Background: an optimization exercise with open tools, aiming at small area and a short achievable clock period. Do not read the settings as production practice. Only simulation tests tie the RTL to the original design; equivalence was not proved. Power figures rest on the tool's default switching activity, not on a simulated workload.

File: flow/design.v
`default_nettype none
package tcq_pkg;
  localparam int RING_DEPTH = 64;
  localparam int SLOT_COUNT = 16;
  localparam logic [2:0] ST_ENQUEUED  = 3'd0;
  localparam logic [2:0] ST_COALESCED = 3'd1;
  localparam logic [2:0] ST_DROPPED   = 3'd2;
  localparam logic [2:0] ST_DEQUEUED  = 3'd3;
  localparam logic [2:0] ST_EMPTY     = 3'd4;
  localparam logic [2:0] ST_REJECTED  = 3'd5;
endpackage
`default_nettype wire
`default_nettype none
module tcq_ring_mem (
  input  wire logic        clk,
  input  wire logic [63:0] we,        
  input  wire logic [19:0] wr_data,
  input  wire logic [63:0] rd_sel,    
  output logic      [19:0] rd_lo,     
  output logic      [19:0] rd_hi      
);
  logic [19:0] mem [64];
  for (genvar i = 0; i < 64; i++) begin : g_row
    always_ff @(posedge clk) begin
      if (we[i]) mem[i] <= wr_data;
    end
  end
  always_comb begin
    rd_lo = '0;
    rd_hi = '0;
    for (int i = 0; i < 32; i++) begin
      rd_lo = rd_lo | (mem[i] & {20{rd_sel[i]}});
      rd_hi = rd_hi | (mem[i + 32] & {20{rd_sel[i + 32]}});
    end
  end
endmodule
`default_nettype wire
`default_nettype none
module two_class_tx_queue (
  input  wire logic        clk,
  input  wire logic        rst_n,
  input  wire logic        in_tvalid,
  output logic             in_tready,
  input  wire logic [23:0] in_tdata,    
  input  wire logic [2:0]  in_tuser,    
  output logic             out_tvalid,
  input  wire logic        out_tready,
  output logic [31:0]      out_tdata,   
  output logic [3:0]       out_tuser    
);
  logic s1_valid_r, out_valid_r;
  logic free_r;    
  logic hold, fire;
  assign hold      = out_valid_r & ~out_tready;
  assign fire      = s1_valid_r & ~hold;
  assign in_tready = free_r | out_tready;
  logic s1_valid_nxt, out_valid_nxt;
  assign s1_valid_nxt  = rst_n & (in_tready ? in_tvalid : s1_valid_r);
  assign out_valid_nxt = rst_n & (hold ? out_valid_r : s1_valid_r);
  always_ff @(posedge clk) begin
    s1_valid_r  <= s1_valid_nxt;
    out_valid_r <= out_valid_nxt;
    free_r      <= ~(s1_valid_nxt & out_valid_nxt);
  end
  logic        f_enq_ring, f_enq_slot, f_deq, f_req, f_nop;
  logic [15:0] s1_swe_oh;    
  logic [3:0]  s1_slot;
  logic [15:0] s1_tag;
  logic f_deq_nxt, f_req_nxt;
  assign f_deq_nxt = in_tready ? (in_tuser[1:0] == 2'd1) : f_deq;
  assign f_req_nxt = in_tready ? (in_tuser[1:0] == 2'd2) : f_req;
  always_ff @(posedge clk) begin
    f_deq <= f_deq_nxt;
    f_req <= f_req_nxt;
    if (!rst_n) s1_swe_oh <= '0;
    else if (in_tready) s1_swe_oh <= (in_tvalid & (in_tuser[1:0] == 2'd0) & in_tuser[2]) ? 16'd1 << in_tdata[3:0] : 16'd0;
    if (in_tready) begin
      f_enq_ring <= (in_tuser[1:0] == 2'd0) & ~in_tuser[2];
      f_enq_slot <= (in_tuser[1:0] == 2'd0) & in_tuser[2];
      f_nop      <= (in_tuser[1:0] == 2'd3);
      s1_slot    <= in_tdata[3:0];
      s1_tag     <= in_tdata[19:4];
    end
  end
  logic [63:0] head_oh;
  logic [7:0]  thi_oh, tlo_oh;    
  logic [6:0]  cnt_r;
  logic        empty_r;
  logic [6:0]  depth_r, depth_p1_r, depth_m1_r;    
  logic [15:0] pend_r;
  logic        rdeq_r, rreq_r;
  logic [63:0] we_r;
  logic        pany_r, ipend_r;
  logic full;
  assign full = cnt_r[6];
  logic pend_any;
  assign pend_any = pany_r;
  logic idx_pend;
  assign idx_pend = ipend_r;
  logic [63:0] ring_we;
  assign ring_we = we_r;
  logic [19:0] ring_rd_lo, ring_rd_hi;
  tcq_ring_mem u_ring (
    .clk     (clk),
    .we      (ring_we),
    .wr_data ({s1_slot, s1_tag}),
    .rd_sel  (head_oh),
    .rd_lo   (ring_rd_lo),
    .rd_hi   (ring_rd_hi)
  );
  logic [15:0] slot_tag_r [16];
  for (genvar i = 0; i < 16; i++) begin : g_slot
    always_ff @(posedge clk) begin
      if (s1_swe_oh[i]) slot_tag_r[i] <= s1_tag;
    end
  end
  logic [15:0] low_oh;
  always_comb begin
    for (int j = 0; j < 16; j++) begin
      low_oh[j] = pend_r[j] & ~|(pend_r & ((16'd1 << j) - 16'd1));
    end
  end
  logic [15:0] slot_rd;
  logic [3:0]  pick;
  always_comb begin
    slot_rd = '0;
    pick    = '0;
    for (int j = 0; j < 16; j++) begin
      slot_rd = slot_rd | (slot_tag_r[j] & {16{low_oh[j]}});
      pick    = pick | (4'(j) & {4{low_oh[j]}});
    end
  end
  logic slot_deq, any_deq, ring_enq, ring_inc, inc;
  assign slot_deq = f_deq & empty_r & pend_any;
  assign any_deq  = rdeq_r | slot_deq;
  assign ring_enq = f_enq_ring & ~full;
  assign ring_inc = ring_enq | rreq_r;
  assign inc      = ring_inc | (f_enq_slot & ~idx_pend);
  logic [2:0] status;
  assign status[0] = (f_enq_slot & idx_pend) | any_deq | (f_req & full);
  assign status[1] = (f_enq_ring & full) | any_deq;
  assign status[2] = (f_deq & empty_r & ~pend_any) | (f_req & full) | f_nop;
  logic [6:0] cnt_nxt;
  logic       empty_nxt, full_nxt;    
  always_comb begin
    cnt_nxt   = cnt_r;
    empty_nxt = empty_r;
    full_nxt  = full;
    if (!rst_n) begin
      cnt_nxt   = '0;
      empty_nxt = 1'b1;
      full_nxt  = 1'b0;
    end else if (fire) begin
      if (ring_inc) begin
        cnt_nxt   = cnt_r + 7'd1;
        empty_nxt = 1'b0;
        full_nxt  = (cnt_r == 7'd63);
      end else if (rdeq_r) begin
        cnt_nxt   = cnt_r - 7'd1;
        empty_nxt = (cnt_r == 7'd1);
        full_nxt  = 1'b0;
      end
    end
  end
  logic [63:0] head_nxt;
  logic [7:0]  thi_nxt, tlo_nxt;
  logic [6:0]  depth_nxt, depth_p1_nxt, depth_m1_nxt;
  logic [15:0] pend_nxt;
  logic        pany_nxt, ipend_nxt;
  logic multi;
  always_comb begin
    multi = 1'b0;
    for (int j = 1; j < 16; j++) begin
      multi = multi | (pend_r[j] & |(pend_r & ((16'd1 << j) - 16'd1)));
    end
  end
  logic [15:0] in_idx_oh;
  assign in_idx_oh = 16'd1 << in_tdata[3:0];
  logic p_in, lower_in, eq_in;
  assign p_in     = |(pend_r & in_idx_oh);
  assign lower_in = |(pend_r & (in_idx_oh - 16'd1));
  assign eq_in    = |(s1_swe_oh & in_idx_oh);    
  always_comb begin
    head_nxt     = head_oh;
    thi_nxt      = thi_oh;
    tlo_nxt      = tlo_oh;
    depth_nxt    = depth_r;
    depth_p1_nxt = depth_p1_r;
    depth_m1_nxt = depth_m1_r;
    pend_nxt     = pend_r;
    pany_nxt     = pany_r;
    ipend_nxt    = ipend_r;
    if (!rst_n) begin
      head_nxt     = 64'd1;
      thi_nxt      = 8'd1;
      tlo_nxt      = 8'd1;
      depth_nxt    = '0;
      depth_p1_nxt = 7'd1;
      depth_m1_nxt = 7'h7f;
      pend_nxt     = '0;
      pany_nxt     = 1'b0;
      ipend_nxt    = 1'b0;
    end else begin
      if (fire) begin
        if (rdeq_r) head_nxt = {head_oh[62:0], head_oh[63]};
        else if (rreq_r) head_nxt = {head_oh[0], head_oh[63:1]};
        if (ring_enq) begin
          tlo_nxt = {tlo_oh[6:0], tlo_oh[7]};
          if (tlo_oh[7]) thi_nxt = {thi_oh[6:0], thi_oh[7]};
        end
        if (inc) begin
          depth_nxt    = depth_p1_r;
          depth_p1_nxt = depth_p1_r + 7'd1;
          depth_m1_nxt = depth_r;
        end else if (any_deq) begin
          depth_nxt    = depth_m1_r;
          depth_p1_nxt = depth_r;
          depth_m1_nxt = depth_m1_r - 7'd1;
        end
        pend_nxt = (pend_r | s1_swe_oh) & ~(slot_deq ? low_oh : 16'd0);
        pany_nxt = f_enq_slot | (slot_deq ? multi : pany_r);
      end
      if (in_tready) begin
        ipend_nxt = fire ? ((p_in | (f_enq_slot & eq_in)) & ~(slot_deq & p_in & ~lower_in))
                         : p_in;
      end
    end
  end
  always_ff @(posedge clk) begin
    cnt_r      <= cnt_nxt;
    empty_r    <= empty_nxt;
    head_oh    <= head_nxt;
    thi_oh     <= thi_nxt;
    tlo_oh     <= tlo_nxt;
    depth_r    <= depth_nxt;
    depth_p1_r <= depth_p1_nxt;
    depth_m1_r <= depth_m1_nxt;
    pend_r     <= pend_nxt;
    pany_r     <= pany_nxt;
    ipend_r    <= ipend_nxt;
    rdeq_r     <= f_deq_nxt & ~empty_nxt;
    rreq_r     <= f_req_nxt & ~full_nxt;
    for (int i = 0; i < 64; i++) begin
      we_r[i] <= ~full_nxt & (f_req_nxt ? head_nxt[(i + 1) % 64] : (thi_nxt[i / 8] & tlo_nxt[i % 8]));
    end
  end
  logic [2:0]  res_status;
  logic        res_kn;
  logic [19:0] res_a, res_b;    
  logic res_clr;
  assign res_clr = ~rst_n | (~s1_valid_r & ~hold);
  always_ff @(posedge clk) begin
    if (res_clr) begin
      res_status <= '0;
      res_kn     <= 1'b0;
      res_a      <= '0;
      res_b      <= '0;
    end else if (fire) begin
      res_status <= status;
      res_kn     <= slot_deq;
      res_a      <= rdeq_r ? ring_rd_lo : (slot_deq ? {pick, slot_rd} : 20'd0);
      res_b      <= rdeq_r ? ring_rd_hi : 20'd0;
    end
  end
  logic [19:0] res_ts;
  assign res_ts = res_a | res_b;
  assign out_tvalid = out_valid_r;
  assign out_tdata  = {5'b0, depth_r, res_ts};
  assign out_tuser  = {res_kn, res_status};
endmodule
`default_nettype wire
File: flow/run.sh
#!/bin/bash
# synth_recipe.tcl (not shown) runs the flow's synth.tcl, then flattens the netlist and writes it again
# the make line also repeats each setting of config.mk as NAME=value (left out here)
make -C /OpenROAD-flow-scripts/flow DESIGN_CONFIG=/design/flow/config.mk WORK_HOME=/design/flow/orfs CLKGATE_MAP_FILE= SYNTH_SCRIPT=/design/flow/synth_recipe.tcl finish
File: flow/constraint.sdc
create_clock -name core_clock -period 4.0 [get_ports {clk}]
set_input_delay 0.8000 -clock core_clock [delete_from_list [all_inputs] [get_ports {clk}]]
set_output_delay 0.8000 -clock core_clock [all_outputs]
set_load 0.01 [all_outputs]
File: flow/config.mk
export PLATFORM = sky130hd
export DESIGN_NAME = two_class_tx_queue
export DESIGN_NICKNAME = two_class_tx_queue
export VERILOG_FILES = /design/flow/design.v
export SDC_FILE = /design/flow/constraint.sdc
export NUM_CORES = 4
export LEC_CHECK = 0
export ABC_CLOCK_PERIOD_IN_PS = 2000
export CAP_MARGIN = 20
export CORE_MARGIN = 2
export CORE_UTILIZATION = 70
export CTS_CLUSTER_DIAMETER = 80
export CTS_CLUSTER_SIZE = 30
export SETUP_SLACK_MARGIN = 1.7
export SLEW_MARGIN = 20
export TNS_END_PERCENT = 100
==> flow_summary.ini, run 1 <==
[routing]
drt_wl_total_um = 210000
vias = 43200
drtIter0Drc = 8019
wl_per_cell_um = 37.8
first_pass_iters = 9
drtAntennaViolNets = 0
drc = 0
viasPerCell = 7.79

[logic_synthesis]
synth-seq-area-share_pct = 78.4
yosysTopAreaCell = edfxtp_1
synth.distinct_cells = 80
synth_cells = 4120
netlist.area_leader.share_pct = 70.6
synthTopCellsByArea = edfxtp_1, dfxtp_1, a22oi_1
ys_warn_count = 4
synth_area_um2 = 66300
synthArstFlopShare_pct = 0
ys_seq_elements = 1817
ys.flop_type = edfxtp_1
avgSynthCellArea_um2 = 16.1
synth_edf_count = 1559

[cells_and_area]
layout.nets = 4278
area_delta_synth_final_pct = 9.63
utilization_pct = 77.7
multi_input_area_um2 = 13900
drive_gt1_share_pct = 14.6
final_cell_mix = edfxtp_1, a22oi_1, buf_4
num-fill-cells = 5263
final_common_cell = edfxtp_1
fin_area_um2 = 72700
final-seq-area_um2 = 52200

[placement]
hpwl_um = 118000
placed_cell_area_um2 = 69100
port_buffers = 59
routabilityCongestion = 0.914

[floorplanning]
fp.dieH_um = 312
die_width_um = 312
initial_core_util_pct = 70.8
num_io_pins = 69
core_area_um2 = 93600
dieArea_um2 = 97200
rows = 112

[global_routing]
gr-usage-all-layers_pct = 42.6
grt_max_degree = 81
globalRouteOverflowTotal = 0
grt_pass1_vias = 40800
grt_pass1_wl_um = 292000
antenna_found_initial = 5

[flow_run]
cap_viol_max_count = 0

[setup_path]
r2r_cells = 7
setup.worst_path.class = reg2out
ff2ff_setup_slack_ps = 1610
reg2reg_to = res_a[17]
crit_path_end_kind = primary output
regToRegStartpoint = pend_r[2]
startpoint_type = flip-flop
worstPathRequired_ps = 3200
worstPathMaxFanout = 5
crit_arrival_ps = 1620

[sta]
drv_slew = 0
tightestPinTransition_ps = 1210
period_needed_ps = 2420
fin_crit_sh_pct = 60.4
setup_violations = 0
fin_tns_setup_ps = 0
max_freq_ghz = 0.414
skew_ps = 34.8
hold_viol_final = 0
slew_headroom_pct = 19.0
rsz0062_at_grt = true

[clocking]
cts_tree = yes
h-tree-depth = 3
worstSkewPairLatency_ps = 700
path_clk_slew_ps = 110
clock_sinks = 1817
clockRootBuffer = clkbuf_16
clock_path_buffers = 3
cts_buffers = 71

[run_status]
status = timing/DRC/antenna clean

[min_path]
holdPathEnd = depth_m1_r[2]
holdPathStages = 2
hold_class = in2reg
min-delay-start = rst_n

[power_and_ir_drop]
power_mw = 32.1
power_density_nw_per_um2 = 441
total_leakage_power_nw = 22.7
ir_worst_vdd_mv = 0.481
-- flip-flops by register name (all words and copies together) (netlist names), 3 cells and up --
name and count:
thi_oh 8, cnt_r 7, we_r 64, s1_tag 16, s1_swe_oh 16, res_status 3, pend_r 16, res_a 20
s1_slot 4, head_oh 64, tlo_oh 8, depth_m1_r 7, slot_tag_r 256, depth_p1_r 7, u_ring.mem 1280, depth_r 7
res_b 20
-- worst max-delay path by stage --
stage	from	endpoint	slack (ps)	cells past startpoint
2_1_floorplan	in_tdata[3]	ipend_r	1470	11
3_3_place_gp	out_tready	we_r[8]	600	8
3_5_place_dp	out_tready	we_r[18]	560	8
4_1_cts	out_tready	in_tready	1450	5
5_1_grt	free_r	in_tready	1550	4
6_report	free_r	in_tready	1580	4
-- critical path, stage by stage, from the launching register on --
cell and delay (ps):
dfxtp_2 340, nor2_4 140, buf_12 150, inv_1 60, clkdlybuf4s15_1 230
-- routing by layer --
| metal | up-vias | track usage [%] | part of all wire (%) |
|---|---|---|---|
| li1 | 17000 | - | - |
| met1 | 21200 | 58.7 | 33 |
| met2 | 4174 | 63.4 | 45 |
| met3 | 751 | 12.4 | 17 |
| met4 | 6 | 20.5 | 5.8 |
| met5 | - | 0 | 0.020 |
-- logic make-up after synthesis --
logic type,after synthesis,synth area share [%]
AOI/OAI and AO/OA,1283,13.8
and+or+nand+nor,674,5.45
xor gates and xnor gates,7,0.0925
other,1,0.00566
DFF,1817,78.4
adders and majority gates,10,0.174
muxes,17,0.260
buffers and inverters,311,1.84
-- repair_timing --
| action | CTS | global route |
|---|---|---|
| hold buffers | 0 | 0 |
| gates cloned | 4 | 2 |
| buffers inserted | 24 | 27 |
| resized for setup | 293 | 113 |
| setup endpoints to repair | 201 | 173 |
| pin swaps | 14 | 39 |
-- power breakdown --
part           internal (mW)  leakage [nW]  switching (mW)
Sequential              20.8          16.2           0.322
Combinational          0.549          5.43            1.36
Clock                   3.56          1.00            5.47
-- per-stage QoR --
step | hold slack, ps | cells | worst slack [ps]
2_1_floorplan | 425 | 4124 | 1470
3_3_place_gp | 455 | 5365 | 596
3_5_place_dp | 466 | 5365 | 562
4_1_cts | 464 | 5510 | 1450
5_1_grt | 492 | 5539 | 1550
6_report | 499 | 5541 | 1580
-- cell type report --
class                   count  area share [%]
well taps                1254            2.16
multi-input cells        1998            19.1
clock buffers             109            2.73
repair buffers            332            3.94
flip-flops and latches   1817            71.8
inverters                  21           0.115
clock inverters             8           0.145
diodes                      2         0.00689
-- synthesized netlist by cell type, types with 19 or more instances --
| master | number |
|---|---|
| edfxtp_1 | 1559 |
| a22oi_1 | 681 |
| dfxtp_1 | 258 |
| clkbuf_1 | 226 |
| a21oi_1 | 164 |
| nand4_1 | 164 |
| nand2_1 | 119 |
| nor2_1 | 113 |
| o21ai_0 | 110 |
| o22ai_1 | 73 |
| o2bb2ai_1 | 65 |
| nor3_1 | 54 |
| nand3_1 | 48 |
| nor4_1 | 40 |
| buf_1 | 36 |
| nor2b_1 | 25 |
| a221oi_1 | 24 |
| a32oi_1 | 21 |
| buf_2 | 21 |
| or2_2 | 21 |
| a22o_1 | 20 |
| inv_1 | 19 |
==> run 2: changes to the inputs <==
--- a/flow/config.mk
+++ b/flow/config.mk
@@ -11,3 +11,3 @@
 export CORE_UTILIZATION = 70
-export CTS_CLUSTER_DIAMETER = 80
+export CTS_CLUSTER_DIAMETER = 70
 export CTS_CLUSTER_SIZE = 30
==> run 2 against run 1 <==
Compared with the run above:
- combinational power about the same
- still clean on timing, DRC and antenna
- power increased by 3.3%
- core utilization increased by 0.51 points
- global-route usage increased by 0.24 points
==> flow_summary.ini, run 2 <==
[power_and_ir_drop]
clkPwrFrac_pct = 30.5
ir_worst_vdd_mv = 0.477
combPwrFrac_pct = 5.7
p_sw_mw = 7.54
p_sw_share_pct = 22.8
power_density_nw_per_um2 = 453
p_seq_share_pct = 63.8
total_leakage_power_nw = 23.0
power_mw = 33.1
intPower_mw = 25.6

[setup_path]
ff2ff_setup_slack_ps = 1640
reg2reg_to = res_a[2]
crit_path_end_kind = flip-flop
r2r_cells = 7
startpoint_type = flip-flop
regToRegStartpoint = pend_r[2]
crit_arrival_ps = 2980
setup.worst_path.class = reg2reg
worstPathRequired_ps = 4620
worstPathMaxFanout = 9

[global_routing]
globalRouteOverflowTotal = 0
met3_usage_pct = 12.3
grt_max_degree = 81
met2_usage_pct = 63.5
grt_pass1_wl_um = 294000
grt_pass1_vias = 41000
grt_use_met1_pct = 59.0
gr-usage-all-layers_pct = 42.9
grt.busiest_layer = met2
antenna_found_initial = 4

[sta]
slew_headroom_pct = 18.8
fin_crit_sh_pct = 59.0
rsz0062_at_grt = true
period_needed_ps = 2360
drv_slew = 0
max_freq_ghz = 0.424
hold_viol_final = 0
tightestPinTransition_ps = 1220
fin_tns_setup_ps = 0
setup_violations = 0
setup_slack_ps = 1640
skew_ps = 36.2

[clocking]
clock_sinks = 1817
path_clk_slew_ps = 110
cts_tree = yes
worstSkewPairLatency_ps = 720
h-tree-depth = 3
clock_path_buffers = 3
cts_hold_buf = 0
cts_buffers = 79
clockRootBuffer = clkbuf_16

[run_status]
status = timing/DRC/antenna clean

[cells_and_area]
num-fill-cells = 5188
final_cell_count_no_fill = 5562
regMostFlops = u_ring.mem
drive_gt1_share_pct = 15.4
final-seq-area_um2 = 52200
largest_register_ffs = 1280
final_common_cell = edfxtp_1
reg_top3 = u_ring.mem x1280, slot_tag_r x256
final_cell_mix = edfxtp_1, a22oi_1, buf_4
area_delta_synth_final_pct = 10.4
multi_input_area_um2 = 13900
layout.nets = 4291

[placement]
hpwl_um = 118000
dpl.cell_count = 5365
port_buffers = 59
routabilityCongestion = 0.914
pre_cts_ws_ps = 562

[floorplanning]
num_io_pins = 69
fp.dieH_um = 312
dieArea_um2 = 97200
initial_core_util_pct = 70.8
core_area_um2 = 93600
die_width_um = 312
rows = 112

[min_path]
hold_class = in2reg
holdPathStages = 3
holdPathEnd = free_r
min-delay-start = out_tready

[routing]
wl_per_cell_um = 37.9
drtAntennaViolNets = 0
first_pass_iters = 6
drc = 0
drtIter0Drc = 8881
viasPerCell = 7.84
vias = 43600
drt_wl_total_um = 211000

[logic_synthesis]
netlist.area_leader.share_pct = 70.6
synthTopCellsByArea = edfxtp_1, dfxtp_1, a22oi_1
ys_seq_elements = 1817
ys_warn_count = 4
synth_edf_count = 1559
yosysTopAreaCell = edfxtp_1
synthTopCellsByCount = edfxtp_1, a22oi_1, dfxtp_1
synth-seq-area-share_pct = 78.4
synth_cells = 4120
ys.flop_type = edfxtp_1
avgSynthCellArea_um2 = 16.1
synthArstFlopShare_pct = 0
synth.distinct_cells = 80
synth.most_common_cell = edfxtp_1
synth_area_um2 = 66300

[flow_run]
cap_viol_max_count = 0
## run 2: cell types whose count changed in the layout (fill, tap and decap cells not counted), moves of 4 or more
| cell | change |
|---|---|
| clkbuf_1 | -22 |
| buf_4 | +10 |
| inv_6 | +10 |
| clkbuf_16 | +8 |
| a21oi_1 | +5 |
| a21oi_2 | -5 |
| bufinv_16 | +4 |
| inv_8 | +4 |
## run 2: how the worst max path moves through the flow
stage | depth (start not counted) | to | from
2_1_floorplan | 11 | ipend_r | in_tdata[3]
3_3_place_gp | 8 | we_r[8] | out_tready
3_5_place_dp | 8 | we_r[18] | out_tready
4_1_cts | 5 | in_tready | out_tready
5_1_grt | 8 | res_a[11] | head_oh[22]
6_report | 7 | res_a[2] | pend_r[2]
## run 2: power groups by stage
stage          clock (mW)  combinational [mW]  sequential (mW)
6_report             10.1                1.90             21.1
5_1_grt              10.7                1.96             21.1
4_1_cts              10.1                1.78             21.1
3_5_place_dp            0                1.71             21.5
3_3_place_gp            0                1.65             21.5
2_1_floorplan           0               0.768             21.5
## run 2: metal layers
| layer | part of all wire (%) | routed length (µm) |
|---|---|---|
| met1 | 33 | 68900 |
| met4 | 6.3 | 13300 |
| met5 | 0.020 | 43 |
| met2 | 44 | 93400 |
| met3 | 17 | 35200 |
## run 2: layout make-up
cell class	instances	share of cell area (%)
antenna	1	0.00342
tap	1254	2.14
multi-input combinational	1998	18.9
timing repair buffer	337	3.93
clock inverter	39	0.681
clock buffer	95	2.87
inverter	21	0.115
sequential	1817	71.3
## run 2: worst max-delay path: stages (launching register included)
cell	delay (ps)
dfxtp_2	340
buf_12	130
or4_4	610
nor3_4	330
and3_4	360
a32oi_1	90
and3_1	230
o221ai_2	170
## run 2: cells by family after synthesis
logic type / after synthesis / synth area share (%)
adders and majority gates: 10 / 0.174
AOI/OAI and AO/OA: 1283 / 13.8
xor gates and xnor gates: 7 / 0.0925
other: 1 / 0.00566
muxes: 17 / 0.260
and+or+nand+nor: 674 / 5.45
buffers and inverters: 311 / 1.84
DFF: 1817 / 78.4
## run 2: what timing repair did
action,4_1_cts,5_1_grt
endpoints found under the hold margin,0,0
cloned,5,2
setup endpoints to repair,195,135
resized for setup,293,100
buffers inserted,24,31
pin swaps,17,29
## run 2: metrics by stage
step	utilization [%]	cell area (µm²)	hold slack (ps)
floorplan	-	66400	425
global placement	73.8	69100	455
detailed placement	73.9	69100	466
CTS	77.5	72500	462
global route	78.2	73200	500
finish	78.2	73200	489
==> run 3: changes to the inputs <==
==> flow/flow/run.sh (new file) <==
#!/bin/bash
# The standard layout (standard.sh), with the port buffers made from
# buf_4 cells instead of the cell buffer_ports picks by default.
# make's output goes to standard.log; ORFS keeps each step's log in orfs/logs.
export BUFFER_PORTS_ARGS="-buffer_cell sky130_fd_sc_hd__buf_4"
bash standard.sh > standard.log 2>&1
==> flow/standard.sh (new file) <==
#!/bin/bash
# synth_recipe.tcl (not shown) runs the flow's synth.tcl, then flattens the netlist and writes it again
# the make line also repeats each setting of config.mk as NAME=value (left out here)
make -C /OpenROAD-flow-scripts/flow DESIGN_CONFIG=/design/flow/config.mk WORK_HOME=/design/flow/orfs CLKGATE_MAP_FILE= SYNTH_SCRIPT=/design/flow/synth_recipe.tcl "${@:-finish}"
--- a/flow/config.mk
+++ b/flow/config.mk
@@ -11,3 +11,3 @@
 export CORE_UTILIZATION = 70
-export CTS_CLUSTER_DIAMETER = 70
+export CTS_CLUSTER_DIAMETER = 80
 export CTS_CLUSTER_SIZE = 30
removed: flow/run.sh
==> run 3 against run 2 <==
Compared with the run above:
- worst hold slack worse by 230 ps
- core utilization down 1.2 points
- wire length down 2.2%
- synthesized cell count unchanged
- setup slack better by 33 ps
- clock-buffer cell count up 11
- clock power down 9%
- sequential share of layout area up 1.1 points
- non-clock buffer count down 39
- final area down 1.5%
- clock skew down 3.7 ps
==> flow_summary.ini, run 3 <==
[clocking]
cts_hold_buf = 0
cts_tree = yes
clock_path_buffers = 3
h-tree-depth = 3
path_clk_slew_ps = 110
worstSkewPairLatency_ps = 710
clock_sinks = 1817
cts_buffers = 72
clockRootBuffer = clkbuf_16

[routing]
drc = 0
drtIter0Drc = 8986
vias = 42800
wl_per_cell_um = 37.4
drt_wl_total_um = 206000
first_pass_iters = 8
viasPerCell = 7.77
drtAntennaViolNets = 0

[run_status]
status = timing/DRC/antenna clean

[power_and_ir_drop]
ir_worst_vdd_mv = 0.411
p_sw_share_pct = 22.4
total_leakage_power_nw = 22.4
combPwrFrac_pct = 5.8
power_density_nw_per_um2 = 446
clkPwrFrac_pct = 28.5
power_mw = 32.1
p_seq_share_pct = 65.8
p_sw_mw = 7.19
intPower_mw = 25.0

[cells_and_area]
reg_top3 = u_ring.mem x1280, slot_tag_r x256
area_delta_synth_final_pct = 8.73
final-seq-area_um2 = 52200
multi_input_area_um2 = 13700
drive_gt1_share_pct = 14.2
final_common_cell = edfxtp_1
final_cell_count_no_fill = 5506
utilization_pct = 77.0
final_cell_mix = edfxtp_1, a22oi_1, buf_4
layout.nets = 4244
largest_register_ffs = 1280
regMostFlops = u_ring.mem
num-fill-cells = 5379

[floorplanning]
fp.dieH_um = 312
num_io_pins = 69
core_area_um2 = 93600
initial_core_util_pct = 70.8
rows = 112
die_width_um = 312
dieArea_um2 = 97200

[global_routing]
gr-usage-all-layers_pct = 41.8
grt_pass1_wl_um = 286000
grt_pass1_vias = 40000
antenna_found_initial = 2
globalRouteOverflowTotal = 0
grt_max_degree = 81

[logic_synthesis]
synth_cells = 4120
synthAdderAreaFrac_pct = 0.174
muxShareOfSynthArea_pct = 0.260
synthArstFlopShare_pct = 0
synth_area_um2 = 66300
synthTopCellsByCount = edfxtp_1, a22oi_1, dfxtp_1
synth-seq-area-share_pct = 78.4
synth_xor_area_share_pct = 0.0925
synth.distinct_cells = 80
synth-simple-area-share_pct = 5.45
ys.flop_type = edfxtp_1
ys_warn_count = 4
synth-compound-area-share_pct = 13.8
synthTopCellsByArea = edfxtp_1, dfxtp_1, a22oi_1
avgSynthCellArea_um2 = 16.1
synth.most_common_cell = edfxtp_1
synth_top_family_by_area = compound AO/OA/AOI/OAI gates
synth_edf_count = 1559
netlist.area_leader.share_pct = 70.6
yosysTopAreaCell = edfxtp_1
ys_seq_elements = 1817

[sta]
slew_headroom_pct = 13.7
period_needed_ps = 2330
setup_violations = 0
skew_ps = 32.5
hold_viol_final = 0
max_freq_ghz = 0.430
fin_tns_setup_ps = 0
tightestPinTransition_ps = 1290
fin_crit_sh_pct = 58.2
rsz0062_at_grt = true
holdWs_ps = 260
drv_slew = 0

[setup_path]
startpoint_type = flip-flop
crit_arrival_ps = 1530
worstPathRequired_ps = 3200
r2r_cells = 7
reg2reg_to = res_a[18]
ff2ff_setup_slack_ps = 1690
worstPathMaxFanout = 2
crit_path_end_kind = primary output
setup.worst_path.class = reg2out
regToRegStartpoint = head_oh[0]

[min_path]
holdPathEnd = s1_tag[11]
min-delay-start = in_tdata[15]
holdPathStages = 1
hold_class = in2reg

[placement]
routabilityCongestion = 0.915
dpl.cell_count = 5352
hpwl_um = 118000
port_buffers = 59

[flow_run]
cap_viol_max_count = 0
-- run 3: cell counts after synthesis --
Identical to the previous run, type by type.
-- run 3: cell type report --
class,count,share of cell area [%]
Inverter,21,0.121
Antenna cell,1,0.00347
Clock inverter,12,0.241
Timing Repair Buffer,298,3.31
Tap cell,1254,2.18
Multi-Input combinational cell,1997,19.0
Sequential cell,1817,72.4
Clock buffer,106,2.76
-- run 3: repair_timing --
item,CTS,global route
gates resized for setup,158,76
buffers inserted,11,19
setup endpoints to repair,177,118
gates cloned,4,1
pin swaps,11,15
-- run 3: logic make-up (layout without fill, tap and decap cells) --
| group | count (synthesis) | in the layout |
|---|---|---|
| DFF | 1817 | 1817 |
| AOI/OAI and AO/OA | 1283 | 1283 |
| and+or+nand+nor | 674 | 675 |
| buffers and inverters | 311 | 437 |
| muxes | 17 | 17 |
| adders and majority gates | 10 | 10 |
| xor gates and xnor gates | 7 | 7 |
| other | 1 | 6 |
-- run 3: critical path: stages, from the launching register on --
cell	delay [ps]
dfxtp_2	340
nor2_4	100
buf_8	140
inv_6	40
buf_12	120
buf_6	110
-- run 3: power groups by stage --
stage / Clock [mW] / Sequential [mW] / Combinational, mW
final: 9.15 / 21.1 / 1.85
after global placement: 0 / 21.5 / 1.62
after detailed placement: 0 / 21.6 / 1.68
after floorplan: 0 / 21.5 / 0.768
after CTS: 9.11 / 21.1 / 1.73
after global routing: 9.75 / 21.1 / 1.92
-- run 3: how the worst max path moves through the flow --
stage / endpoint / from / slack (ps) / cells past startpoint
global placement: we_r[36] / out_tready / 960 / 8
CTS: in_tready / free_r / 1630 / 5
detailed placement: we_r[37] / out_tready / 910 / 8
global route: in_tready / free_r / 1630 / 5
finish: in_tready / free_r / 1670 / 5
floorplan: ipend_r / in_tdata[3] / 1470 / 11
-- run 3: layer usage --
metal  GRT usage [%]  vias up  part of all wire, %  wire, µm
met4            19.2        0                  5.5     11300
met3            12.6      660                   17     34500
met2            61.0     4009                   44     90600
li1                -    17000                    -         -
met5               0        -                    0         0
met1            58.9    21100                   34     69600
-- run 3: metrics by stage --
step	cell area (µm²)	worst slack, ps
detailed placement	68900	912
global route	72100	1630
CTS	71700	1630
finish	72100	1670
global placement	68900	959
floorplan	66400	1470
==> run 4: changes to the inputs <==
--- a/flow/config.mk
+++ b/flow/config.mk
@@ -13,3 +13,3 @@
 export CTS_CLUSTER_SIZE = 30
-export SETUP_SLACK_MARGIN = 1.7
+export SETUP_SLACK_MARGIN = 1.8
 export SLEW_MARGIN = 20
==> run 4 against run 3 <==
Compared with the run above:
- still clean on timing, DRC and antenna
- global-route usage rose by 0.69 points
- cell count rose by 1.3%
- worst hold slack improved by 13 ps
- sequential share of layout area fell by 1.0 points
- synthesized area did not move
- clock power barely moved
- combinational power rose by 9%
- setup slack got worse by 3.3 ps
- highest routed layer is now met5
==> flow_summary.ini, run 4 <==
[run_status]
status = timing/DRC/antenna clean

[logic_synthesis]
synth-compound-area-share_pct = 13.8
synth_area_um2 = 66300
netlist.area_leader.share_pct = 70.6
synthTopCellsByCount = edfxtp_1, a22oi_1, dfxtp_1
ys.flop_type = edfxtp_1
synthAdderAreaFrac_pct = 0.174
synth_xor_area_share_pct = 0.0925
synth_top_family_by_area = compound AO/OA/AOI/OAI gates
synth.distinct_cells = 80
synth_edf_count = 1559
muxShareOfSynthArea_pct = 0.260
synthArstFlopShare_pct = 0
synth_cells = 4120
synthTopCellsByArea = edfxtp_1, dfxtp_1, a22oi_1
synth.most_common_cell = edfxtp_1
avgSynthCellArea_um2 = 16.1
synth-simple-area-share_pct = 5.45
yosysTopAreaCell = edfxtp_1
synth-seq-area-share_pct = 78.4
ys_warn_count = 4
ys_seq_elements = 1817

[power_and_ir_drop]
total_leakage_power_nw = 22.9
ir_worst_vdd_mv = 0.444
power_density_nw_per_um2 = 441

[setup_path]
reg2reg_to = res_a[12]
regToRegStartpoint = pend_r[1]
crit_arrival_ps = 2920
setup.worst_path.class = reg2reg
worstPathMaxFanout = 4
crit_buf_inv = 0
critPathMaxStageDelay_ps = 570
worstPathRequired_ps = 4590
ff2ff_setup_slack_ps = 1670
startpoint_type = flip-flop
crit_family = simple AND/OR/NAND/NOR gates
cpMaxStageDelayCell = or4_4
crit_path_end_kind = flip-flop
path_cells = or4_4 > or3_4 > o211ai_1 > nor3_2 > o221ai_2
r2r_cells = 5

[routing]
drtIter0Drc = 8565
vias = 43500
first_pass_iters = 7
drc = 0
wl_per_cell_um = 37.9
drtAntennaViolNets = 0
drt_wl_total_um = 211000
viasPerCell = 7.81

[placement]
port_buffers = 59
routabilityCongestion = 0.910
hpwl_um = 118000

[sta]
hold_viol_final = 0
holdWs_ps = 272
period_needed_ps = 2330
setup_violations = 0
slew_headroom_pct = 16.2
tightestPinTransition_ps = 1260
fin_crit_sh_pct = 58.3
drv_slew = 0
max_freq_ghz = 0.429
skew_ps = 36.3
fin_tns_setup_ps = 0
rsz0062_at_grt = true

[global_routing]
grt_pass1_vias = 40500
grt_max_degree = 81
gr-usage-all-layers_pct = 42.5
grt_pass1_wl_um = 291000
antenna_found_initial = 5
globalRouteOverflowTotal = 0

[clocking]
clock_path_buffers = 3
worstSkewPairLatency_ps = 710
clockRootBuffer = clkbuf_16
cts_buffers = 71
path_clk_slew_ps = 110
cts_hold_buf = 0
clock_sinks = 1817
cts_tree = yes
h-tree-depth = 3

[cells_and_area]
num-fill-cells = 5227
final_cell_mix = edfxtp_1, a22oi_1, buf_4
regMostFlops = u_ring.mem
area_delta_synth_final_pct = 10.4
reg_top3 = u_ring.mem x1280, slot_tag_r x256
final_common_cell = edfxtp_1
drive_gt1_share_pct = 16.6
layout.nets = 4309
largest_register_ffs = 1280

[min_path]
hold_class = in2reg
min-delay-start = in_tdata[18]
holdPathEnd = s1_tag[14]
holdPathStages = 1

[floorplanning]
num_io_pins = 69
die_width_um = 312
core_area_um2 = 93600
rows = 112
dieArea_um2 = 97200
fp.dieH_um = 312
initial_core_util_pct = 70.8

[flow_run]
cap_viol_max_count = 0
==> run 4: cell counts after synthesis <==
No cell type changed its count.
==> run 4: final cells by class <==
| type | instances | area [µm²] | share of cell area (%) |
|---|---|---|---|
| Multi-Input combinational cell | 1999 | 14000 | 19.1 |
| Sequential cell | 1817 | 52200 | 71.3 |
| Antenna cell | 3 | 7.51 | 0.0103 |
| Inverter | 21 | 86.3 | 0.118 |
| Clock buffer | 112 | 2060 | 2.81 |
| Clock inverter | 7 | 101 | 0.138 |
| Timing Repair Buffer | 362 | 3170 | 4.33 |
| Tap cell | 1254 | 1570 | 2.14 |
==> run 4: worst max-delay path by stage <==
stage,from,to,slack (ps),cells after the start
2_1_floorplan,in_tdata[3],ipend_r,1470,11
3_3_place_gp,out_tready,res_a[19],680,6
3_5_place_dp,out_tready,res_a[19],650,6
4_1_cts,free_r,in_tready,1630,3
5_1_grt,free_r,in_tready,1650,3
6_report,pend_r[1],res_a[12],1670,5
==> run 4: layer usage <==
layer | share of wire (%) | global-route usage [%] | vias up
li1 | - | - | 17100
met1 | 33 | 58.9 | 21400
met2 | 44 | 63.0 | 4301
met3 | 17 | 12.0 | 719
met4 | 5.7 | 21.0 | 2
met5 | 0.0057 | 0 | -
==> run 4: report_power, final <==
group	switching [mW]	internal (mW)	total [mW]
logic	1.43	0.589	2.02
clock network	5.46	3.70	9.16
registers	0.310	20.8	21.1
total	7.20	25.1	32.3
==> run 4: worst register-to-register path, delay by kind of cell, from the launching register on <==
family           cells  cell delay [ps]
AND/OR/NAND/NOR      3             1080
AO/OA/AOI/OAI        2              780
flip-flops           1              380
==> run 4: logic make-up (layout without fill, tap and decap cells) <==
kind of cell             count (synthesis)  in the layout
flip-flops                            1817           1817
AO/OA/AOI/OAI                         1283           1283
AND/OR/NAND/NOR                        674            677
buffers and inverters                  311            502
multiplexers                            17             17
adder cells (fa/ha/maj)                 10             10
XOR/XNOR                                 7              7
other                                    1              8
==> run 4: repair_timing <==
| item | in CTS | in global routing |
|---|---|---|
| pin swaps | 37 | 47 |
| buffers inserted | 47 | 45 |
| cloned | 3 | 4 |
| resized for setup | 247 | 102 |
| setup endpoints to repair | 226 | 138 |
==> run 4: stage by stage <==
| stage | util, % | setup slack [ps] | instance area, µm² | std cells | total power [mW] |
|---|---|---|---|---|---|
| after floorplan | - | 1470 | 66400 | 4124 | 22.3 |
| after global placement | 73.6 | 677 | 68900 | 5353 | 23.2 |
| after detailed placement | 73.6 | 648 | 68900 | 5353 | 23.3 |
| after CTS | 77.3 | 1630 | 72300 | 5522 | 32.0 |
| after global routing | 78.2 | 1650 | 73200 | 5572 | 32.9 |
| final | 78.2 | 1670 | 73200 | 5575 | 32.3 |
==> run 5: changes to the inputs <==
--- a/flow/config.mk
+++ b/flow/config.mk
@@ -10,6 +10,6 @@
 export CORE_MARGIN = 2
-export CORE_UTILIZATION = 70
-export CTS_CLUSTER_DIAMETER = 80
+export CORE_UTILIZATION = 73
+export CTS_CLUSTER_DIAMETER = 75
 export CTS_CLUSTER_SIZE = 30
-export SETUP_SLACK_MARGIN = 1.8
+export SETUP_SLACK_MARGIN = 1.7
 export SLEW_MARGIN = 20
==> run 5 against run 4 <==
Compared with the run above:
- fmax decreased by 2.2%
- power decreased by 0.31%
- non-clock buffer count decreased by 67
- sequential power about the same
- cell count decreased by 2.7%
- synthesized cell count unchanged
- die area decreased by 4.1%
- flip-flop and latch count unchanged
- combinational power decreased by 5%
- clock-buffer cell count decreased by 7
- critical path type is now reg2out
- critical endpoint is now in_tready
- largest cell class unchanged
==> flow_summary.ini, run 5 <==
[logic_synthesis]
synth_edf_count = 1559
synth-seq-area-share_pct = 78.4
synth_area_um2 = 66300
yosysTopAreaCell = edfxtp_1
ys.flop_type = edfxtp_1
synth.distinct_cells = 80
ys_warn_count = 4
synthTopCellsByArea = edfxtp_1, dfxtp_1, a22oi_1
avgSynthCellArea_um2 = 16.1
synthTopCellsByCount = edfxtp_1, a22oi_1, dfxtp_1
synth.most_common_cell = edfxtp_1
synthArstFlopShare_pct = 0
ys_seq_elements = 1817
netlist.area_leader.share_pct = 70.6
synth_cells = 4120

[routing]
wl_per_cell_um = 38.6
viasPerCell = 8.00
drtAntennaViolNets = 0
drtIter0Drc = 9016
drt_wl_total_um = 209000
first_pass_iters = 8
drc = 0
vias = 43400

[floorplanning]
rows = 110
initial_core_util_pct = 73.7
core_area_um2 = 90000
die_width_um = 305
fp.dieH_um = 305
dieArea_um2 = 93300
num_io_pins = 69

[min_path]
min-delay-start = in_tdata[14]
hold_class = in2reg
holdPathEnd = s1_tag[10]
holdPathStages = 1

[clocking]
cts_tree = yes
h-tree-depth = 3
path_clk_slew_ps = 110
clock_path_buffers = 3
worstSkewPairLatency_ps = 710
cts_buffers = 72
clock_sinks = 1817
clockRootBuffer = clkbuf_16

[power_and_ir_drop]
power_density_nw_per_um2 = 447
power_mw = 32.2
total_leakage_power_nw = 22.4
ir_worst_vdd_mv = 0.469

[run_status]
status = timing/DRC/antenna clean

[setup_path]
crit_path_end_kind = primary output
startpoint_type = flip-flop
path_cells = nor2_4 > buf_6 > clkinvlp_4 > buf_6
crit_arrival_ps = 1580
ff2ff_setup_slack_ps = 1640
reg2reg_to = res_a[6]
critPathMaxStageDelay_ps = 340
r2r_cells = 5
crit_start = free_r
worstPathMaxFanout = 2
cp_common_cell = buf_6
worstPathRequired_ps = 3200
cpMaxStageDelayCell = dfxtp_2
regToRegStartpoint = head_oh[11]
setup.worst_path.class = reg2out

[cells_and_area]
area_delta_synth_final_pct = 8.62
final-seq-area_um2 = 52200
reg_top3 = u_ring.mem x1280, slot_tag_r x256
largest_register_ffs = 1280
final_cell_count_no_fill = 5425
num-fill-cells = 4712
final_common_cell = edfxtp_1
utilization_pct = 80.0
regMostFlops = u_ring.mem
final_cell_mix = edfxtp_1, a22oi_1, buf_4
multi_input_area_um2 = 13800
layout.nets = 4244
drive_gt1_share_pct = 14.6

[sta]
setup_slack_ps = 1620
period_needed_ps = 2380
drv_slew = 0
fin_tns_setup_ps = 0
fin_crit_sh_pct = 59.6
skew_ps = 47.2
hold_viol_final = 0
tightestPinTransition_ps = 1170
max_freq_ghz = 0.420
setup_violations = 0
slew_headroom_pct = 22.1
rsz0062_at_grt = true

[placement]
routabilityCongestion = 0.910
pre_cts_ws_ps = 895
port_buffers = 59
hpwl_um = 118000
dpl.cell_count = 5268

[global_routing]
grt_pass1_vias = 40900
grt_max_degree = 81
globalRouteOverflowTotal = 0
antenna_found_initial = 3
gr-usage-all-layers_pct = 44.5
grt_pass1_wl_um = 291000

[flow_run]
cap_viol_max_count = 0
[run 5: cell types whose count changed in the layout (fill, tap and decap cells not counted), sizes merged, moves of 2 or more]
cell	change
and2	+3
buf	-66
bufbuf	-2
clkbuf	-6
diode	-2
inv	+2
[run 5: layout make-up]
| class | instances | share of cell area [%] |
|---|---|---|
| repair buffers | 295 | 3.28 |
| clock buffers | 105 | 2.79 |
| well taps | 1176 | 2.04 |
| diodes | 1 | 0.00347 |
| flip-flops and latches | 1817 | 72.4 |
| multi-input cells | 2000 | 19.1 |
| inverters | 21 | 0.116 |
| clock inverters | 10 | 0.167 |
[run 5: worst max-delay path by stage]
| stage | to | slack [ps] | cells past startpoint |
|---|---|---|---|
| after floorplan | ipend_r | 1470 | 11 |
| after global placement | we_r[55] | 700 | 6 |
| after detailed placement | we_r[10] | 890 | 6 |
| after global routing | in_tready | 1580 | 4 |
| final | in_tready | 1620 | 4 |
| after CTS | in_tready | 1590 | 4 |
[run 5: report_power, final]
group / switching [mW] / internal, mW / leakage [nW]
clock network: 5.50 / 3.61 / 1.03
logic: 1.37 / 0.548 / 5.13
registers: 0.351 / 20.8 / 16.2
total: 7.23 / 25.0 / 22.4
[run 5: worst max-delay path: cells and delay by family, from the launching register on]
kind	cells	cell delay, ps
AND/OR/NAND/NOR	1	90
buffers and inverters	3	480
flip-flops	1	340
[run 5: cell families (layout without fill, tap and decap cells)]
logic type / Yosys count / count (layout) / share of synthesized area [%]
AOI/OAI and AO/OA: 1283 / 1283 / 13.8
xor gates and xnor gates: 7 / 7 / 0.0925
adders and majority gates: 10 / 10 / 0.174
buffers and inverters: 311 / 431 / 1.84
DFF: 1817 / 1817 / 78.4
muxes: 17 / 17 / 0.260
other: 1 / 6 / 0.00566
and+or+nand+nor: 674 / 678 / 5.45
[run 5: what timing repair did]
action                     in CTS  in global routing
pin swaps                      10                 17
gates resized for setup       148                 83
setup buffers                  15                 18
setup endpoints to repair     151                123
gates cloned                    5                  2
hold buffers                    0                  0
[run 5: layer usage]
metal	GRT usage, %	wire length (µm)	up-vias
met5	0	147	-
met4	23.1	14200	8
met3	14.4	37200	864
met2	64.6	90600	4487
met1	61.3	67200	21100
li1	-	-	17000
[run 5: per-stage QoR]
step	hold WS (ps)	instance area, µm²
after floorplan	425	66400
after detailed placement	456	68800
after global placement	455	68800
after global routing	249	72000
after CTS	247	71500
final	271	72000
==> run 6: changes to the inputs <==
--- a/flow/config.mk
+++ b/flow/config.mk
@@ -10,4 +10,4 @@
 export CORE_MARGIN = 2
-export CORE_UTILIZATION = 73
-export CTS_CLUSTER_DIAMETER = 75
+export CORE_UTILIZATION = 66
+export CTS_CLUSTER_DIAMETER = 80
 export CTS_CLUSTER_SIZE = 30
==> run 6 against run 5 <==
Compared with the run above:
- global-route usage is 3.8 points lower
- clock-buffer cell count is 2 lower
- critical path depth stayed put
- cell count is 2.9% higher
- combinational power hardly changed
- largest cell class unchanged
- largest power group unchanged
==> flow_summary.ini, run 6 <==
[clocking]
worstSkewPairLatency_ps = 710
path_clk_slew_ps = 110
cts_tree = yes
clockRootBuffer = clkbuf_16
cts_hold_buf = 0
h-tree-depth = 3
clock_sinks = 1817
clock_path_buffers = 3
cts_buffers = 72

[logic_synthesis]
synthArstFlopShare_pct = 0
synth_cells = 4120
synth_area_um2 = 66300
ys.flop_type = edfxtp_1
synthTopCellsByArea = edfxtp_1, dfxtp_1, a22oi_1
synth.most_common_cell = edfxtp_1
synth-seq-area-share_pct = 78.4
netlist.area_leader.share_pct = 70.6
ys_warn_count = 4
yosysTopAreaCell = edfxtp_1
ys_seq_elements = 1817
synth_edf_count = 1559
synth.distinct_cells = 80
avgSynthCellArea_um2 = 16.1
synthTopCellsByCount = edfxtp_1, a22oi_1, dfxtp_1

[sta]
slew_headroom_pct = 17.9
fin_tns_setup_ps = 0
drv_slew = 0
setup_slack_ps = 1600
tightestPinTransition_ps = 1230
max_freq_ghz = 0.417
rsz0062_at_grt = true
hold_viol_final = 0
period_needed_ps = 2400
skew_ps = 45.9
setup_violations = 0
fin_crit_sh_pct = 59.9

[floorplanning]
fp.dieH_um = 321
die_width_um = 321
core_area_um2 = 99900
rows = 116
dieArea_um2 = 103000
num_io_pins = 69
initial_core_util_pct = 66.4

[placement]
port_buffers = 59
placed_cell_area_um2 = 69100
pre_cts_ws_ps = 663
routabilityCongestion = 0.882
hpwl_um = 122000

[routing]
vias = 42900
wl_per_cell_um = 38.0
drc = 0
first_pass_iters = 6
viasPerCell = 7.67
drtIter0Drc = 8197
drtAntennaViolNets = 0
drt_wl_total_um = 212000

[cells_and_area]
reg_top3 = u_ring.mem x1280, slot_tag_r x256
largest_register_ffs = 1280
regMostFlops = u_ring.mem
final_common_cell = edfxtp_1
num-fill-cells = 6307
drive_gt1_share_pct = 14.8
area_delta_synth_final_pct = 9.26
final_cell_mix = edfxtp_1, a22oi_1, buf_4
layout.nets = 4278
fin_area_um2 = 72400

[min_path]
hold_class = in2reg

[setup_path]
worstPathRequired_ps = 3200
worstPathMaxFanout = 2
startpoint_type = flip-flop
crit_arrival_ps = 1600
crit_path_end_kind = primary output
setup.worst_path.class = reg2out

[power_and_ir_drop]
clkPwrFrac_pct = 28.2
intPower_mw = 24.9
p_sw_mw = 7.26
ir_worst_vdd_mv = 0.410
total_leakage_power_nw = 22.6
p_sw_share_pct = 22.6
combPwrFrac_pct = 6.1
p_seq_share_pct = 65.7
power_mw = 32.1
power_density_nw_per_um2 = 443

[global_routing]
globalRouteOverflowTotal = 0
gr-usage-all-layers_pct = 40.6
grt_pass1_wl_um = 292000
antenna_found_initial = 6
grt_max_degree = 81
grt_pass1_vias = 39400

[run_status]
status = timing/DRC/antenna clean

[flow_run]
cap_viol_max_count = 0
==> run 6: cell types whose count changed in the layout (fill, tap and decap cells not counted), sizes merged, moves of 2 or more <==
| cell | change |
|---|---|
| clkbuf | -2 |
| and2 | -4 |
| buf | +36 |
| inv | +2 |
| diode | +3 |
==> run 6: power groups by stage <==
stage | clock network [mW] | registers, mW | logic (mW)
2_1_floorplan | 0 | 21.5 | 0.768
3_3_place_gp | 0 | 21.5 | 1.69
3_5_place_dp | 0 | 21.5 | 1.74
4_1_cts | 9.05 | 21.1 | 1.83
5_1_grt | 9.65 | 21.1 | 2.02
6_report | 9.05 | 21.1 | 1.95
==> run 6: per-stage QoR <==
step           util (%)  hold WS [ps]  std cells
2_1_floorplan         -           425       4124
3_3_place_gp       69.1           456       5413
3_5_place_dp       69.1           464       5413
4_1_cts            71.9           254       5543
5_1_grt            72.5           254       5581
6_report           72.5           283       5585
==> run 6: final timing paths <==
| check | start | end | slack (ps) | depth (start not counted) |
|---|---|---|---|---|
| max | free_r | in_tready | 1600 | 4 |
| min | in_tdata[15] | s1_tag[11] | 280 | 1 |
| max reg2reg | pend_r[7] | pany_r | 1660 | 6 |
| min reg2reg | depth_m1_r[6] | depth_m1_r[6] | 490 | 2 |
==> run 6: critical path, stage by stage (launching register included) <==
cell and delay [ps]:
dfxtp_2 340, nor2_4 90, buf_6 120, clkinvlp_4 180
buf_6 180
==> run 6: repair_timing <==
item                                    CTS  global route
gates resized for setup                 157            86
setup buffers                            12            34
endpoints found under the setup margin  147           170
pin swaps                                12            32
gates cloned                              2             2
==> run 6: final cells by class <==
class	instances	area (µm²)	share of cell area, %
flip-flops and latches	1817	52200	72.0
repair buffers	331	2670	3.69
clock buffers	103	1950	2.69
diodes	4	10.0	0.0138
inverters	21	83.8	0.116
multi-input cells	1998	13800	19.1
well taps	1298	1620	2.24
clock inverters	13	130	0.180
==> run 6: kinds of logic (layout without fill, tap and decap cells) <==
family	Yosys count	in the layout	synth area share, %
AOI/OAI and AO/OA	1283	1284	13.8
xor gates and xnor gates	7	7	0.0925
adders and majority gates	10	10	0.174
buffers and inverters	311	468	1.84
DFF	1817	1817	78.4
muxes	17	17	0.260
other	1	9	0.00566
and+or+nand+nor	674	675	5.45
==> run 6: layer usage <==
layer	wire length (µm)	GRT usage, %
met1	75300	58.5
met2	94900	60.6
met3	32500	10.5
met4	9740	15.5
met5	46	0
==> run 7: changes to the inputs <==
==> flow/flow/run.sh (replaced) <==
#!/bin/bash
# The standard layout (standard.sh), with the port buffers made from
# buf_8 cells instead of the cell buffer_ports picks by default.
# make's output goes to standard.log; ORFS keeps each step's log in orfs/logs.
export BUFFER_PORTS_ARGS="-buffer_cell sky130_fd_sc_hd__buf_8"
bash standard.sh > standard.log 2>&1
--- a/flow/config.mk
+++ b/flow/config.mk
@@ -10,6 +10,6 @@
 export CORE_MARGIN = 2
-export CORE_UTILIZATION = 66
+export CORE_UTILIZATION = 70
 export CTS_CLUSTER_DIAMETER = 80
 export CTS_CLUSTER_SIZE = 30
-export SETUP_SLACK_MARGIN = 1.7
+export SETUP_SLACK_MARGIN = 1.75
 export SLEW_MARGIN = 20
==> run 7 against run 6 <==
Compared with the run above:
- synthesized cell count did not move
- critical path depth rose by 1
- synthesized area did not move
- clock-buffer cell count rose by 12
==> flow_summary.ini, run 7 <==
[logic_synthesis]
netlist.area_leader.share_pct = 70.6
synth.distinct_cells = 80
avgSynthCellArea_um2 = 16.1
synth.most_common_cell = edfxtp_1
ys.flop_type = edfxtp_1
ys_seq_elements = 1817
synth_edf_count = 1559
synth-seq-area-share_pct = 78.4
ys_warn_count = 4
synth_area_um2 = 66300
synth_cells = 4120
yosysTopAreaCell = edfxtp_1
synthTopCellsByCount = edfxtp_1, a22oi_1, dfxtp_1
synthTopCellsByArea = edfxtp_1, dfxtp_1, a22oi_1
synthArstFlopShare_pct = 0

[setup_path]
crit_cells = 5
endpoint = res_a[4]
cpMaxStageDelayCell = or4_4
worstPathMaxFanout = 6
startpoint_type = flip-flop
worstPathRequired_ps = 4600
r2r_cells = 5
crit_path_end_kind = flip-flop
crit_buf_inv = 0
ff2ff_setup_slack_ps = 1630
crit_start = pend_r[0]
reg2reg_to = res_a[4]
crit_family = simple AND/OR/NAND/NOR gates
setup.worst_path.class = reg2reg
path_cells = or4_4 > or3_4 > o211ai_1 > nor3_1 > o221ai_1
crit_arrival_ps = 2970
regToRegStartpoint = pend_r[0]
critPathMaxStageDelay_ps = 600

[clocking]
cts_hold_buf = 0
worstSkewPairLatency_ps = 710
clockRootBuffer = clkbuf_16
path_clk_slew_ps = 110
clock_sinks = 1817
cts_buffers = 71
h-tree-depth = 3
clock_path_buffers = 3
cts_tree = yes

[global_routing]
grt_use_met1_pct = 59.2
grt_pass1_vias = 40800
globalRouteOverflowTotal = 0
grt.busiest_layer = met2
grt_max_degree = 81
grt_pass1_wl_um = 293000
met3_usage_pct = 13.5
met2_usage_pct = 62.6
gr-usage-all-layers_pct = 42.8
antenna_found_initial = 4

[cells_and_area]
final_cell_mix = edfxtp_1, a22oi_1, buf_4
utilization_pct = 78.0
regMostFlops = u_ring.mem
area_delta_synth_final_pct = 10.1
largest_register_ffs = 1280
layout.nets = 4284
reg_top3 = u_ring.mem x1280, slot_tag_r x256
final_common_cell = edfxtp_1
drive_gt1_share_pct = 15.4
final_cell_count_no_fill = 5555

[sta]
holdWs_ps = 269
skew_ps = 34.2
slew_headroom_pct = 23.6
rsz0062_at_grt = true
tightestPinTransition_ps = 1150
fin_tns_setup_ps = 0
max_freq_ghz = 0.422
fin_crit_sh_pct = 59.2
hold_viol_final = 0
drv_slew = 0
period_needed_ps = 2370
setup_violations = 0
setup_slack_ps = 1630

[routing]
drt_wl_total_um = 212000
first_pass_iters = 8
viasPerCell = 7.87
vias = 43700
wl_per_cell_um = 38.2
drtAntennaViolNets = 0
drc = 0
drtIter0Drc = 8809

[placement]
dpl.cell_count = 5364
pre_cts_ws_ps = 735
port_buffers = 59
hpwl_um = 120000
routabilityCongestion = 0.914

[power_and_ir_drop]
ir_worst_vdd_mv = 0.501
power_density_nw_per_um2 = 441
total_leakage_power_nw = 22.8

[min_path]
hold_class = in2reg

[floorplanning]
dieArea_um2 = 97200
num_io_pins = 69
rows = 112
die_width_um = 312
fp.dieH_um = 312
core_area_um2 = 93600
initial_core_util_pct = 70.8

[run_status]
status = timing/DRC/antenna clean

[flow_run]
cap_viol_max_count = 0
[run 7: cell counts after synthesis]
Identical to the previous run, type by type.
[run 7: per-layer routing]
layer | vias to the layer above | part of all wire, %
met5 | - | 0.0047
met4 | 2 | 6.0
met3 | 754 | 17
met2 | 4302 | 44
met1 | 21600 | 33
li1 | 17100 | -
[run 7: worst reg2reg max path, delay by kind of cell (launching register included)]
family           cells  cell delay [ps]
AO/OA/AOI/OAI        2              810
flip-flops           1              370
AND/OR/NAND/NOR      3             1100
[run 7: kinds of logic after synthesis]
family,Yosys count,share of synthesized area (%)
compound gates,1283,13.8
other cells,1,0.00566
mux,17,0.260
flops,1817,78.4
fa+ha+maj,10,0.174
xor+xnor,7,0.0925
simple gates,674,5.45
buf+inv,311,1.84
[run 7: metrics by stage]
step,area (µm²),power [mW]
final,73000,32.2
after global routing,73000,32.7
after CTS,72300,31.9
after detailed placement,69400,23.3
after global placement,69400,23.2
after floorplan,66400,22.3
[run 7: how the worst min path moves through the flow]
stage | slack (ps) | cells past startpoint | from | end
after CTS | 250 | 1 | in_tdata[10] | s1_tag[6]
after global routing | 260 | 1 | in_tdata[14] | s1_tag[10]
after floorplan | 420 | 2 | res_a[12] | res_a[12]
final | 270 | 1 | in_tdata[13] | s1_tag[9]
after global placement | 460 | 2 | res_b[1] | res_b[1]
after detailed placement | 460 | 2 | depth_m1_r[6] | depth_m1_r[6]
[run 7: repair_timing]
action                     CTS  global route
hold endpoints to repair     0             0
setup endpoints to repair  209           129
cloned                       2             4
pin swaps                   21            20
setup buffers               27            29
resized for setup          187            91
[run 7: cell type report]
class / count / area, µm²
well taps: 1254 / 1570
inverters: 21 / 85.1
diodes: 4 / 10.0
repair buffers: 336 / 3170
flip-flops and latches: 1817 / 52200
clock inverters: 8 / 83.8
fillers: 5342 / 20600
clock buffers: 115 / 2010
multi-input cells: 2000 / 13900
[run 7: report_power, final]
part,switching (mW),internal (mW)
clock network,5.51,3.55
registers,0.332,20.8
logic,1.39,0.592

==> port drivers added, routing unchanged <==
How much do the figures lean on ideal ports? The routed layouts below were timed once more, with nothing changed but the port constraints.
Step 1 assumes that a clkbuf_16 drives the clock port and a buf_2 every other input.
Step 2 adds t to the input delays and takes it off the output delays; t is the mean of the earliest and latest rising clock arrival at the registers after step 1. Input paths then give back, and output paths get back, about the clock's delay inside the block.
a / b / c = no drivers / after step 1 / after step 2; a / b = the first two.
run | t, ns | setup WS [ns] | worst setup path after step 2 | worst data-port slew with drivers (ns)
run 1 | 0.758 | 1.582 / 1.514 / 1.065 | input to register | 0.05
run 2 | 0.767 | 1.640 / 1.640 / 1.088 | input to register | 0.05
run 3 | 0.770 | 1.673 / 1.597 / 1.067 | input to register | 0.06
run 4 | 0.756 | 1.670 / 1.613 / 1.192 | input to register | 0.06
run 5 | 0.752 | 1.618 / 1.550 / 1.090 | input to register | 0.09
run 6 | 0.762 | 1.604 / 1.535 / 0.988 | input to register | 0.08
run 7 | 0.770 | 1.632 / 1.632 / 1.029 | input to register | 0.07
After both steps setup and hold are still met in every run listed. The setup slack of run 6, which loses most, moves by -0.069 ns with the drivers and by -0.616 ns with both steps.
